From an optimization exercise on the open Yosys and OpenROAD flow, aimed at small area, a short achievable clock period and few clock cycles; shortcuts taken in it are not production practice.
Function was checked by simulation only, so behaviour that the tests miss may differ from the original.
Power and IR drop assume default switching activity.

==> flow/run.sh <==
#!/bin/bash
# synth_recipe.tcl (not shown) runs the flow's synth.tcl, then flattens the netlist and writes it again
# the make line also repeats each setting of config.mk as NAME=value (left out here)
make -C /OpenROAD-flow-scripts/flow DESIGN_CONFIG=/design/flow/config.mk WORK_HOME=/design/flow/orfs CLKGATE_MAP_FILE= SYNTH_SCRIPT=/design/flow/synth_recipe.tcl finish
==> flow/config.mk <==
export PLATFORM = sky130hd
export DESIGN_NAME = sorted_free_id_pool_core
export DESIGN_NICKNAME = sorted_free_id_pool_core
export VERILOG_FILES = /design/flow/design.v
export SDC_FILE = /design/flow/constraint.sdc
export NUM_CORES = 4
export LEC_CHECK = 0
export CAP_MARGIN = 20
export CORE_MARGIN = 2
export CORE_UTILIZATION = 35
export CTS_CLUSTER_DIAMETER = 80
export CTS_CLUSTER_SIZE = 20
export PLACE_DENSITY = 0.45
export SETUP_SLACK_MARGIN = 2.2
export SLEW_MARGIN = 20
==> flow/constraint.sdc <==
create_clock -name core_clock -period 5.0 [get_ports {clk_i}]
set_input_delay 1.0000 -clock core_clock [delete_from_list [all_inputs] [get_ports {clk_i}]]
set_output_delay 1.0000 -clock core_clock [all_outputs]
set_load 0.01 [all_outputs]
==> flow/design.v <==
`timescale 1ns / 1ps
`default_nettype none
package sfip_pkg;
  localparam int unsigned DEPTH    = 64;
  localparam int unsigned ENTRIES  = DEPTH - 1;
  localparam int unsigned ID_WIDTH = 16;
  localparam int unsigned IDX_W    = (DEPTH > 2) ? $clog2(DEPTH) : 1;
  localparam int unsigned ID_IO_W     = 16;
  localparam int unsigned COUNT_OUT_W = 6;
  localparam logic [IDX_W-1:0] COUNT_MAX = IDX_W'(DEPTH - 1);
  typedef enum logic {
    FUNC_RELEASE  = 1'b0,
    FUNC_ALLOCATE = 1'b1
  } func_e;
  typedef enum logic [1:0] {
    STATUS_OK    = 2'd0,
    STATUS_FULL  = 2'd1,
    STATUS_EMPTY = 2'd2
  } status_e;
  typedef struct packed {
    func_e              func;
    logic [ID_IO_W-1:0] id_in;
  } in_t;
  typedef struct packed {
    status_e                status;
    logic [ID_IO_W-1:0]     id_out;
    logic [COUNT_OUT_W-1:0] count;
  } out_t;
  function automatic logic id_ge(input logic [ID_WIDTH-1:0] a, input logic [ID_WIDTH-1:0] b);
    logic [ID_WIDTH-1:0] g, p;
    g    = a & ~b;
    p    = a | ~b;
    g[0] = p[0];
    for (int w = 1; w < ID_WIDTH; w = w * 2) begin
      for (int k = 0; k + w < ID_WIDTH; k = k + 2 * w) begin
        g[k] = g[k + w] | (p[k + w] & g[k]);
        p[k] = p[k + w] & p[k];
      end
    end
    id_ge = g[0];
  endfunction
endpackage
`default_nettype wire
`timescale 1ns / 1ps
`default_nettype none
module sfip_mem (
  input  wire logic                                           clk_i,
  input  wire logic                                           ins_i,
  input  wire logic                                           rem_i,
  input  wire logic [sfip_pkg::ENTRIES-1:0]                   sel_i,
  input  wire logic [sfip_pkg::ID_WIDTH-1:0]                  wdata_i,
  output logic      [sfip_pkg::ENTRIES-1:0][sfip_pkg::ID_WIDTH-1:0] data_o
);
  localparam int unsigned N = sfip_pkg::ENTRIES;
  logic [N-1:0][sfip_pkg::ID_WIDTH-1:0] data_q;
  for (genvar i = 0; i < N; i++) begin : g_entry
    logic up, put, keep;
    logic [sfip_pkg::ID_WIDTH-1:0] below, above;
    if (i == 0) begin : g_lo
      assign up    = 1'b0;
      assign below = '0;
    end else begin : g_hi
      assign up    = ins_i && sel_i[i-1];
      assign below = data_q[i-1];
    end
    if (i + 1 < N) begin : g_nt
      assign above = data_q[i+1];
    end else begin : g_top
      assign above = '0;
    end
    assign put  = ins_i && sel_i[i] && !up;
    assign keep = !(ins_i && sel_i[i]) && !rem_i;
    always_ff @(posedge clk_i) begin
      data_q[i] <= ({sfip_pkg::ID_WIDTH{up}} & below) | ({sfip_pkg::ID_WIDTH{put}} & wdata_i) |
                   ({sfip_pkg::ID_WIDTH{rem_i}} & above) | ({sfip_pkg::ID_WIDTH{keep}} & data_q[i]);
    end
  end
  assign data_o = data_q;
endmodule
`default_nettype wire
`timescale 1ns / 1ps
`default_nettype none
module sorted_free_id_pool_core (
  input  wire logic           clk_i,
  input  wire logic           rst_ni,
  input  wire logic           in_valid_i,
  output logic                in_stall_o,
  input  wire logic [16:0]    in_data_i,
  output logic                out_valid_o,
  input  wire logic           out_stall_i,
  output logic [23:0]         out_data_o
);
  localparam int unsigned N = sfip_pkg::ENTRIES;
  localparam int unsigned W = sfip_pkg::ID_WIDTH;
  sfip_pkg::in_t in_data;
  assign in_data = sfip_pkg::in_t'(in_data_i);
  logic out_v_q, hold;
  assign hold = out_v_q && out_stall_i;
  logic                      op_v_q, op_ins_q, op_rem_q;
  sfip_pkg::func_e           op_f_q;
  logic [N-1:0]              sel_q;
  logic [W-1:0]              op_x_q;
  logic [N-1:0][W-1:0]       data;
  logic [N-1:0]              valid;
  sfip_mem u_mem (
    .clk_i   (clk_i),
    .ins_i   (op_ins_q && !hold),
    .rem_i   (op_rem_q && !hold),
    .sel_i   (sel_q),
    .wdata_i (op_x_q),
    .data_o  (data)
  );
  logic [5:0] cnt_st_q;
  for (genvar i = 0; i < N; i++) begin : g_valid
    assign valid[i] = (6'(i) < cnt_st_q);
  end
  logic [W-1:0] x;
  logic [N:0]   ge;
  logic         x_ge;      
  logic [N-1:0] sel_d;
  assign x = W'(in_data.id_in);
  for (genvar i = 0; i < N; i++) begin : g_cmp
    assign ge[i] = !valid[i] || sfip_pkg::id_ge(data[i], x);
  end
  assign ge[N] = 1'b1;
  assign x_ge  = sfip_pkg::id_ge(op_x_q, x);
  for (genvar i = 0; i < N; i++) begin : g_sel
    if (i == 0) begin : g_lo
      assign sel_d[i] = op_rem_q ? ge[i+1] :
                        (op_ins_q && sel_q[i]) ? x_ge : ge[i];
    end else begin : g_hi
      assign sel_d[i] = op_rem_q ? ge[i+1] :
                        (op_ins_q && sel_q[i-1]) ? ge[i-1] :
                        (op_ins_q && sel_q[i]) ? x_ge : ge[i];
    end
  end
  logic [5:0] cnt_q;
  logic       full, empty;
  assign full  = (cnt_q == 6'(sfip_pkg::COUNT_MAX));
  assign empty = (cnt_q == '0);
  always_ff @(posedge clk_i or negedge rst_ni) begin
    if (!rst_ni) begin
      op_v_q   <= 1'b0;
      op_ins_q <= 1'b0;
      op_rem_q <= 1'b0;
      cnt_q    <= '0;
      cnt_st_q <= '0;
    end else if (!hold) begin
      cnt_st_q <= cnt_q;
      op_v_q   <= in_valid_i;
      op_ins_q <= in_valid_i && (in_data.func == sfip_pkg::FUNC_RELEASE) && !full;
      op_rem_q <= in_valid_i && (in_data.func == sfip_pkg::FUNC_ALLOCATE) && !empty;
      if (in_valid_i) begin
        if (in_data.func == sfip_pkg::FUNC_RELEASE) begin
          if (!full) cnt_q <= cnt_q + 6'd1;
        end else begin
          if (!empty) cnt_q <= cnt_q - 6'd1;
        end
      end
    end
  end
  always_ff @(posedge clk_i) begin
    if (!hold) begin
      op_f_q <= in_data.func;
      op_x_q <= x;
      sel_q  <= sel_d;
    end
  end
  sfip_pkg::out_t res;
  always_comb begin
    res.count  = sfip_pkg::COUNT_OUT_W'(cnt_q);
    res.id_out = op_rem_q ? sfip_pkg::ID_IO_W'(data[0]) : '0;
    if (op_f_q == sfip_pkg::FUNC_RELEASE) begin
      res.status = op_ins_q ? sfip_pkg::STATUS_OK : sfip_pkg::STATUS_FULL;
    end else begin
      res.status = op_rem_q ? sfip_pkg::STATUS_OK : sfip_pkg::STATUS_EMPTY;
    end
  end
  sfip_pkg::out_t out_q, out;
  always_ff @(posedge clk_i or negedge rst_ni) begin
    if (!rst_ni) begin
      out_v_q <= 1'b0;
    end else if (!hold) begin
      out_v_q <= op_v_q;
    end
  end
  always_ff @(posedge clk_i) begin
    if (!hold) begin
      out_q <= res;
    end
  end
  assign in_stall_o  = hold;
  assign out_valid_o = out_v_q;
  always_comb begin
    out        = out_q;
    out.count  = sfip_pkg::COUNT_OUT_W'(cnt_st_q);
  end
  assign out_data_o  = out;
endmodule
`default_nettype wire
==> results by group, run 1 <==
GRT
  • Largest net degree at the start of global routing: 106
  • Vias in the first global route: 65220
  • Initial antenna violation count: 14
  • First-pass GRT wire length: 481.0 mm
  • Gr ovfl total: 0
  • GRT Util Overall: 0.3458

Final layout
  • Layout area overhead: 18.42%
  • Share of post-route cells with drive strength above 1: 0.1447
  • FF/Latch Area: 0.02355 mm^2
  • Number of fill cells in the layout: 18220
  • Core Util, Final: 0.4167
  • Area of the multi-input gates: 0.03817 mm^2
  • # nets final: 8048

Worst setup path
  • Startpoint Class: input port
  • Critical R2R Launch: op_x_q[5]
  • Crit path max fanout: 5
  • CP most frequent cell: buf_12
  • Worst R2R Setup Slack: 1930 ps
  • Crit-path cells: buf_12, clkinvlp_4, buf_12, buf_12, buf_16, a21oi_2, o221a_2, nand3_2, a31o_1, a221o_1, a221oi_2, buf_4, nor3_4, o211ai_1, a32oi_1
  • Critical path buffer and inverter count: 6
  • Crit. End Element: flip-flop
  • Worst Reg2Reg Path Length in Cells: 15
  • CP arrival: 3680 ps
  • Terminus of the critical flop-to-flop path: sel_q[3]
  • Cell family with most CP delay: compound AO/OA/AOI/OAI gates
  • WP data required: 5500 ps
  • Setup CP Type: in -> reg
  • CP max stage cell: a221oi_2
  • Critical Path Max Stage Delay: 320 ps

Die
  • I/O pins: 47
  • Initial Util: 0.3519
  • Die Height: 430.0 um
  • Die X-Extent: 430.0 um
  • Core area: 0.1805 mm^2
  • Die area: 0.1849 mm^2
  • Row count: 156

Timing
  • Period utilization: 0.6360
  • Setup TNS: 0 ps
  • Slew of the pin with the lowest slew margin: 1061 ps
  • RSZ-0062 raised after global routing: yes
  • Worst Clk Skew: 37.37 ps
  • Final Hold Fails: 0
  • F_max: 314.5 MHz
  • Finish-stage setup viols: 0
  • Slew Limit Fails: 0
  • Rel. slew slack: 0.2899
  • Fin Hold WS: 463.4 ps
  • Final min period: 3180 ps

Worst hold path
  • HP Class: reg -> reg
  • Worst hold stages: 1
  • Hold Path Sink: out_v_q
  • Hold wc startpoint: op_v_q

Logic synthesis
  • Unique masters post-synth: 88
  • Seq/Total Area, Yosys: 0.3703
  • Syn nets: 8177
  • Mapped Area: 0.06353 mm^2
  • FF+latch count, synth: 1122
  • Post-synth ARST share: 0.01426
  • Cell count after synthesis: 8151
  • Syn avg cell area: 7.794 um^2
  • Synth Flop Type: dfxtp_1
  • YS warnings: 2
  • Post-synth EDFFs: 98

Power and ir drop
  • Pwr Total: 47.32 mW
  • Peak supply drop: 0.3036 mV
  • P per Cell Area: 629.0 mW/mm^2
  • Leak pwr: 28.66 nW

Detailed routing
  • WL per Instance: 32.10 um
  • DRC: 0
  • DR pass1 iterations: 14
  • Drt initial violations: 11620
  • Via count: 71060
  • Final WL: 336.7 mm
  • Antenna-violating nets left: 0
  • Vias/cell: 6.774

Clocking
  • Clock tree buffer depth: 3
  • Htree depth: 3
  • Root Buffer: clkbuf_16
  • CTS tree: yes
  • Clock Sinks: 1122
  • Clock Latency Late Sink: 800 ps
  • Clock-pin slew on the worst setup and hold paths: 70 ps
  • CTS buffer count: 102

Place
  • Final HPWL DP: 223.1 mm
  • RD Place Congestion: 0.9037
  • PortBufs: 46

Run
  • Max Cap Viol: 0

Run status
  • Status: complete, no violations
registers in the layout, indices dropped and copies added, names as in the netlist:
signal	cells
u_mem.data_q	1008
op_rem_q	1
out_v_q	1
cnt_st_q	6
out_q	18
op_v_q	1
op_ins_q	1
cnt_q	6
op_f_q	1
op_x_q	16
sel_q	63
cells in the mapped netlist, types with 161 or more instances:
cell type	number	area share
a22oi_1	389	0.046
nand2_1	1837	0.11
dfxtp_1	1008	0.32
a222oi_1	696	0.11
o21ai_0	281	0.022
o22ai_1	173	0.017
nor2_1	353	0.021
maj3_1	161	0.025
clkbuf_1	625	0.037
a21oi_1	372	0.029
nand3_1	491	0.039
inv_1	245	0.014
routing by layer:
layer  share of wire  vias up  track usage  wire length [um]
met1            0.41    35230       0.4654            138800
met4           0.051        2       0.1639             17260
met3           0.093      735      0.06218             31300
met2            0.44     4080       0.5341            149400
met5        0.000030        -            0                10
li1                -    31010            -                 -
power by group:
part	internal (mW)	switching, mW
clock	4.26	4.59
combinational	8.04	10.2
sequential	13.3	6.89
total	25.6	21.7
timing repair:
item | 4_1_cts | 5_1_grt
pin swaps | 122 | 145
gates resized for setup | 345 | 197
endpoints found under the setup margin | 710 | 331
hold buffers | 0 | 0
setup buffers | 89 | 41
gates cloned | 14 | 3
cell type report:
cell class / instances / share of cell area
multi-input combinational: 5989 / 0.5074
sequential: 1122 / 0.3130
timing repair buffer: 555 / 0.07754
tap: 2370 / 0.03942
clock buffer: 115 / 0.03664
inverter: 251 / 0.01467
clock inverter: 79 / 0.01098
antenna: 9 / 0.0002994
timing repair inverter: 1 / 0.0001164
metrics by stage:
step           setup WS, ps  std cells  area (um^2)
6_report               1820      10490        75230
5_1_grt                1758      10480        75210
4_1_cts                1863      10440        73880
3_5_place_dp          494.1      10140        67780
3_3_place_gp          483.2      10140        67760
2_1_floorplan          1541       8151        64660
worst max-delay path by stage:
stage / from / to / cells past startpoint
6_report: in_data_i[1] / sel_q[47] / 15
5_1_grt: in_data_i[1] / sel_q[47] / 15
4_1_cts: in_data_i[1] / sel_q[53] / 12
3_5_place_dp: in_data_i[0] / sel_q[50] / 12
3_3_place_gp: in_data_i[0] / sel_q[50] / 12
2_1_floorplan: in_data_i[0] / sel_q[53] / 11
placed cells by master, fill, tap and decap left out, types with 23 or more instances in the layout:
| cell | synthesis | routed |
|---|---|---|
| o21ai_0 | 281 | 214 |
| a221oi_1 | 42 | 28 |
| buf_12 | 0 | 72 |
| buf_4 | 2 | 370 |
| nor3_1 | 72 | 47 |
| a21oi_2 | 0 | 25 |
| inv_1 | 245 | 231 |
| clkbuf_16 | 0 | 109 |
| o21ai_1 | 6 | 41 |
| nor2_2 | 0 | 33 |
| o22ai_1 | 173 | 165 |
| buf_6 | 2 | 43 |
| o221ai_1 | 81 | 68 |
| inv_6 | 0 | 24 |
| a22o_1 | 46 | 46 |
| nor2b_1 | 70 | 69 |
| o211ai_1 | 84 | 84 |
| a21o_1 | 35 | 34 |
| nand3_1 | 491 | 485 |
| dfxtp_1 | 1008 | 1007 |
| a221o_1 | 24 | 24 |
| maj3_2 | 12 | 70 |
| a222oi_1 | 696 | 696 |
| a31oi_1 | 58 | 51 |
| and3_1 | 54 | 51 |
| edfxtp_1 | 98 | 98 |
| maj3_1 | 161 | 103 |
| o21a_1 | 35 | 35 |
| o311ai_0 | 79 | 72 |
| nand3b_1 | 23 | 23 |
| a21oi_1 | 372 | 341 |
| nand2b_1 | 116 | 114 |
| nor2_1 | 353 | 300 |
| nand2_1 | 1837 | 1818 |
| a22oi_1 | 389 | 385 |
cell families (layout without fill, tap and decap cells):
| logic type | Yosys count | in the layout | share of synthesized area |
|---|---|---|---|
| buffers and inverters | 1043 | 1001 | 0.06308 |
| AO/OA/AOI/OAI | 2670 | 2670 | 0.3236 |
| other | 0 | 9 | 0 |
| flip-flops | 1122 | 1122 | 0.3703 |
| adder cells (fa/ha/maj) | 178 | 178 | 0.02860 |
| XOR/XNOR | 6 | 6 | 0.0008272 |
| AND/OR/NAND/NOR | 3113 | 3116 | 0.2104 |
| multiplexers | 19 | 19 | 0.003210 |
Testbench counts, summed over its fixed seeds: cycles 6,416.
==> run 2, diff against run 1 <==
--- a/flow/config.mk
+++ b/flow/config.mk
@@ -9,6 +9,4 @@
 export CORE_MARGIN = 2
 export CORE_UTILIZATION = 35
-export CTS_CLUSTER_DIAMETER = 80
-export CTS_CLUSTER_SIZE = 20
 export PLACE_DENSITY = 0.45
 export SETUP_SLACK_MARGIN = 2.2
==> results by group, run 2 <==
Run status
  • Status: complete, no violations (unchanged)

Logic synthesis
  • Post-synth EDFFs: 98 (unchanged)
  • Syn avg cell area: 7.794 um^2 (unchanged)
  • Seq/Total Area, Yosys: 0.3703 (unchanged)
  • Top post-synthesis cells by area: dfxtp_1 (32%), a222oi_1 (11%), nand2_1 (11%) (unchanged)
  • FF+latch count, synth: 1122 (unchanged)
  • Cell count after synthesis: 8151 (unchanged)
  • Syn nets: 8177 (unchanged)
  • Count leader, synth: nand2_1 (unchanged)
  • Post-synth top area share: 0.3176 (unchanged)
  • Synth Flop Type: dfxtp_1 (unchanged)
  • YS warnings: 2 (unchanged)
  • Post-synth top cells: nand2_1 (1837), dfxtp_1 (1008), a222oi_1 (696) (unchanged)
  • Post-synth ARST share: 0.01426 (unchanged)
  • Mapped Area: 0.06353 mm^2 (unchanged)
  • Biggest area consumer among synthesized cells: dfxtp_1 (unchanged)
  • Unique masters post-synth: 88 (unchanged)

Die
  • Row count: 156 (unchanged)
  • Die X-Extent: 430.0 um (unchanged)
  • Initial Util: 0.3519 (unchanged)
  • I/O pins: 47 (unchanged)
  • Core area: 0.1805 mm^2 (unchanged)
  • Die Height: 430.0 um (unchanged)
  • Die area: 0.1849 mm^2 (unchanged)

Timing
  • RSZ-0062 raised after global routing: yes (unchanged)
  • Period utilization: 0.6325 (was 0.6360)
  • F_max: 316.2 MHz (was 314.5 MHz)
  • Final min period: 3163 ps (was 3180 ps)
  • Fin Hold WS: 459.0 ps (was 463.4 ps)
  • Slew of the pin with the lowest slew margin: 1064 ps (was 1061 ps)
  • Rel. slew slack: 0.2880 (was 0.2899)
  • Final Hold Fails: 0 (unchanged)
  • Setup TNS: 0 ps (unchanged)
  • Finish-stage setup viols: 0 (unchanged)
  • Worst Clk Skew: 41.74 ps (was 37.37 ps)
  • Slew Limit Fails: 0 (unchanged)

Clocking
  • CTS tree: yes (unchanged)
  • Clock Latency Late Sink: 810 ps (was 800 ps)
  • Root Buffer: clkbuf_16 (unchanged)
  • Clock tree buffer depth: 3 (unchanged)
  • Clock-pin slew on the worst setup and hold paths: 60 ps (was 70 ps)
  • Clock Sinks: 1122 (unchanged)
  • CTS buffer count: 145 (was 102)
  • Htree depth: 4 (was 3)

Final layout
  • Number of fill cells in the layout: 18050 (was 18220)
  • Top flop regs: u_mem.data_q (1008), sel_q (63), out_q (18) (unchanged)
  • Largest register FFs: 1008 (unchanged)
  • # nets final: 8111 (was 8048)
  • Layout area overhead: 20.82% (was 18.42%)
  • Share of post-route cells with drive strength above 1: 0.1496 (was 0.1447)
  • Most frequent cells in the layout: nand2_1 (1818), dfxtp_1 (1007), a222oi_1 (696), nand3_1 (486), buf_4 (388) (was nand2_1 (1818), dfxtp_1 (1007), a222oi_1 (696), nand3_1 (485), a22oi_1 (385))
  • Most common cell after layout, fill and taps aside: nand2_1 (unchanged)
  • Biggest register: u_mem.data_q (unchanged)

Worst setup path
  • CP max stage cell: maj3_2 (was a221oi_2)
  • Cell family with most CP delay: adder cells (was compound AO/OA/AOI/OAI gates)
  • Setup CP Type: in -> reg (unchanged)
  • Critical Path Max Stage Delay: 310 ps (was 320 ps)
  • CP arrival: 3730 ps (was 3680 ps)
  • Crit path max fanout: 5 (unchanged)
  • Critical path buffer and inverter count: 6 (unchanged)
  • Worst Reg2Reg Path Length in Cells: 9 (was 15)
  • Crit path depth: 15 (unchanged)
  • Crit. End Element: flip-flop (unchanged)
  • Startpoint Class: input port (unchanged)
  • Crit-path cells: buf_12, clkinvlp_4, buf_6, buf_12, buf_12, buf_4, o21ai_2, nand2_1, maj3_2, maj3_2, maj3_2, o211ai_1, o2111ai_2, nand2b_4, a32o_1 (was buf_12, clkinvlp_4, buf_12, buf_12, buf_16, a21oi_2, o221a_2, nand3_2, a31o_1, a221o_1, a221oi_2, buf_4, nor3_4, o211ai_1, a32oi_1)
  • WP data required: 5560 ps (was 5500 ps)

GRT
  • GRT Util Overall: 0.3467 (was 0.3458)
  • First-pass GRT wire length: 482.0 mm (was 481.0 mm)
  • Largest net degree at the start of global routing: 106 (unchanged)
  • Vias in the first global route: 65700 (was 65220)
  • Gr ovfl total: 0 (unchanged)
  • Initial antenna violation count: 16 (was 14)

Detailed routing
  • Antenna-violating nets left: 0 (unchanged)
  • Vias/cell: 6.747 (was 6.774)
  • Via count: 71380 (was 71060)
  • Final WL: 338.9 mm (was 336.7 mm)
  • WL per Instance: 32.03 um (was 32.10 um)
  • DR pass1 iterations: 13 (was 14)
  • Drt initial violations: 11760 (was 11620)
  • DRC: 0 (unchanged)

Worst hold path
  • HP Class: reg -> reg (unchanged)
  • Worst hold stages: 1 (unchanged)

Place
  • Final HPWL DP: 223.1 mm (unchanged)
  • RD Place Congestion: 0.9037 (unchanged)
  • PortBufs: 46 (unchanged)

Power and ir drop
  • P per Cell Area: 646.8 mW/mm^2 (was 629.0 mW/mm^2)
  • Peak supply drop: 0.2868 mV (was 0.3036 mV)
  • Leak pwr: 29.47 nW (was 28.66 nW)

Run
  • Max Cap Viol: 0 (unchanged)
## run 2: logic make-up after synthesis
group,synth area share
and+or+nand+nor,0.2104
buffers and inverters,0.06308
DFF,0.3703
AOI/OAI and AO/OA,0.3236
muxes,0.003210
xor gates and xnor gates,0.0008272
adders and majority gates,0.02860
## run 2: where the power goes
group	total (mW)	switching (mW)	internal (mW)
Combinational	18.4	10.3	8.11
Clock	11.0	4.46	6.57
Sequential	20.2	6.89	13.3
Total	49.6	21.6	28.0
## run 2: per-layer routing
metal,vias to the layer above,track usage,part of all wire
met5,-,0,0.000077
met4,4,0.1617,0.054
met3,756,0.06711,0.096
met2,4013,0.5376,0.44
met1,35460,0.4630,0.41
li1,31140,-,-
## run 2: stage by stage
step	area [um^2]	util	total power [mW]	worst slack [ps]	std cells
after global routing	76750	0.4251	52.03	1779	10580
after floorplan	64660	-	28.90	1541	8151
final	76760	0.4251	49.65	1837	10580
after detailed placement	67780	0.3754	36.29	494.1	10140
after global placement	67760	0.3753	36.06	483.2	10140
after CTS	75490	0.4181	48.45	1860	10520
## run 2: path summary, 6_finish.rpt
| check | to | startpoint | slack, ps |
|---|---|---|---|
| hold / removal | out_v_q | op_v_q | 460 |
| setup / recovery | sel_q[20] | in_data_i[1] | 1840 |
| setup reg to reg | sel_q[29] | cnt_st_q[3] | 1930 |
| max in group asynchronous | cnt_st_q[1] | rst_ni | 3790 |
| min in group asynchronous | cnt_st_q[2] | rst_ni | 640 |
| hold reg to reg | out_v_q | op_v_q | 460 |
## run 2: what timing repair did
item	in CTS	in global routing
pin swaps	136	140
gates cloned	10	5
buffers inserted	107	44
gates resized for setup	393	174
hold buffers	0	0
setup endpoints to repair	755	226
## run 2: final cells by class
cell class	instances	area (um^2)	share of cell area
clock buffers	228	4461	0.05811
well taps	2370	2965	0.03863
flip-flops and latches	1122	23540	0.3067
inverters	251	1119	0.01457
diodes	9	22.52	0.0002934
multi-input cells	5987	38140	0.4969
clock inverters	35	430.4	0.005607
repair buffers	578	6080	0.07921

re-timing with driven ports:
Ports are ideal in the flow. The routed layouts listed here were re-timed in OpenROAD.
Step 1: set_driving_cell puts a clkbuf_16 on clk_i and a buf_2 on each other input, an assumption about the parent block.
Step 2 also shifts input and output timing later by t, the mid clock arrival at the registers, as if the neighbouring blocks saw the same clock.
Slacks: no drivers / after step 1 / after step 2; pairs: no drivers / after step 1.
| run | t, ns | setup slack, ns | hold slack, ns | latest minus earliest clock arrival (ns) | pins driven straight from the clock port |
|---|---|---|---|---|---|
| run 1 | 0.863 | 1.820 / 1.731 / 0.868 | 0.463 / 0.463 / 0.463 | 0.038 / 0.038 | 1 |
| run 2 | 0.881 | 1.837 / 1.808 / 0.927 | 0.459 / 0.438 / 0.459 | 0.043 / 0.043 | 1 |
After both steps setup and hold are still met in every run listed. The setup slack of run 1, which loses most, moves by -0.089 ns with the drivers and by -0.952 ns with both steps.
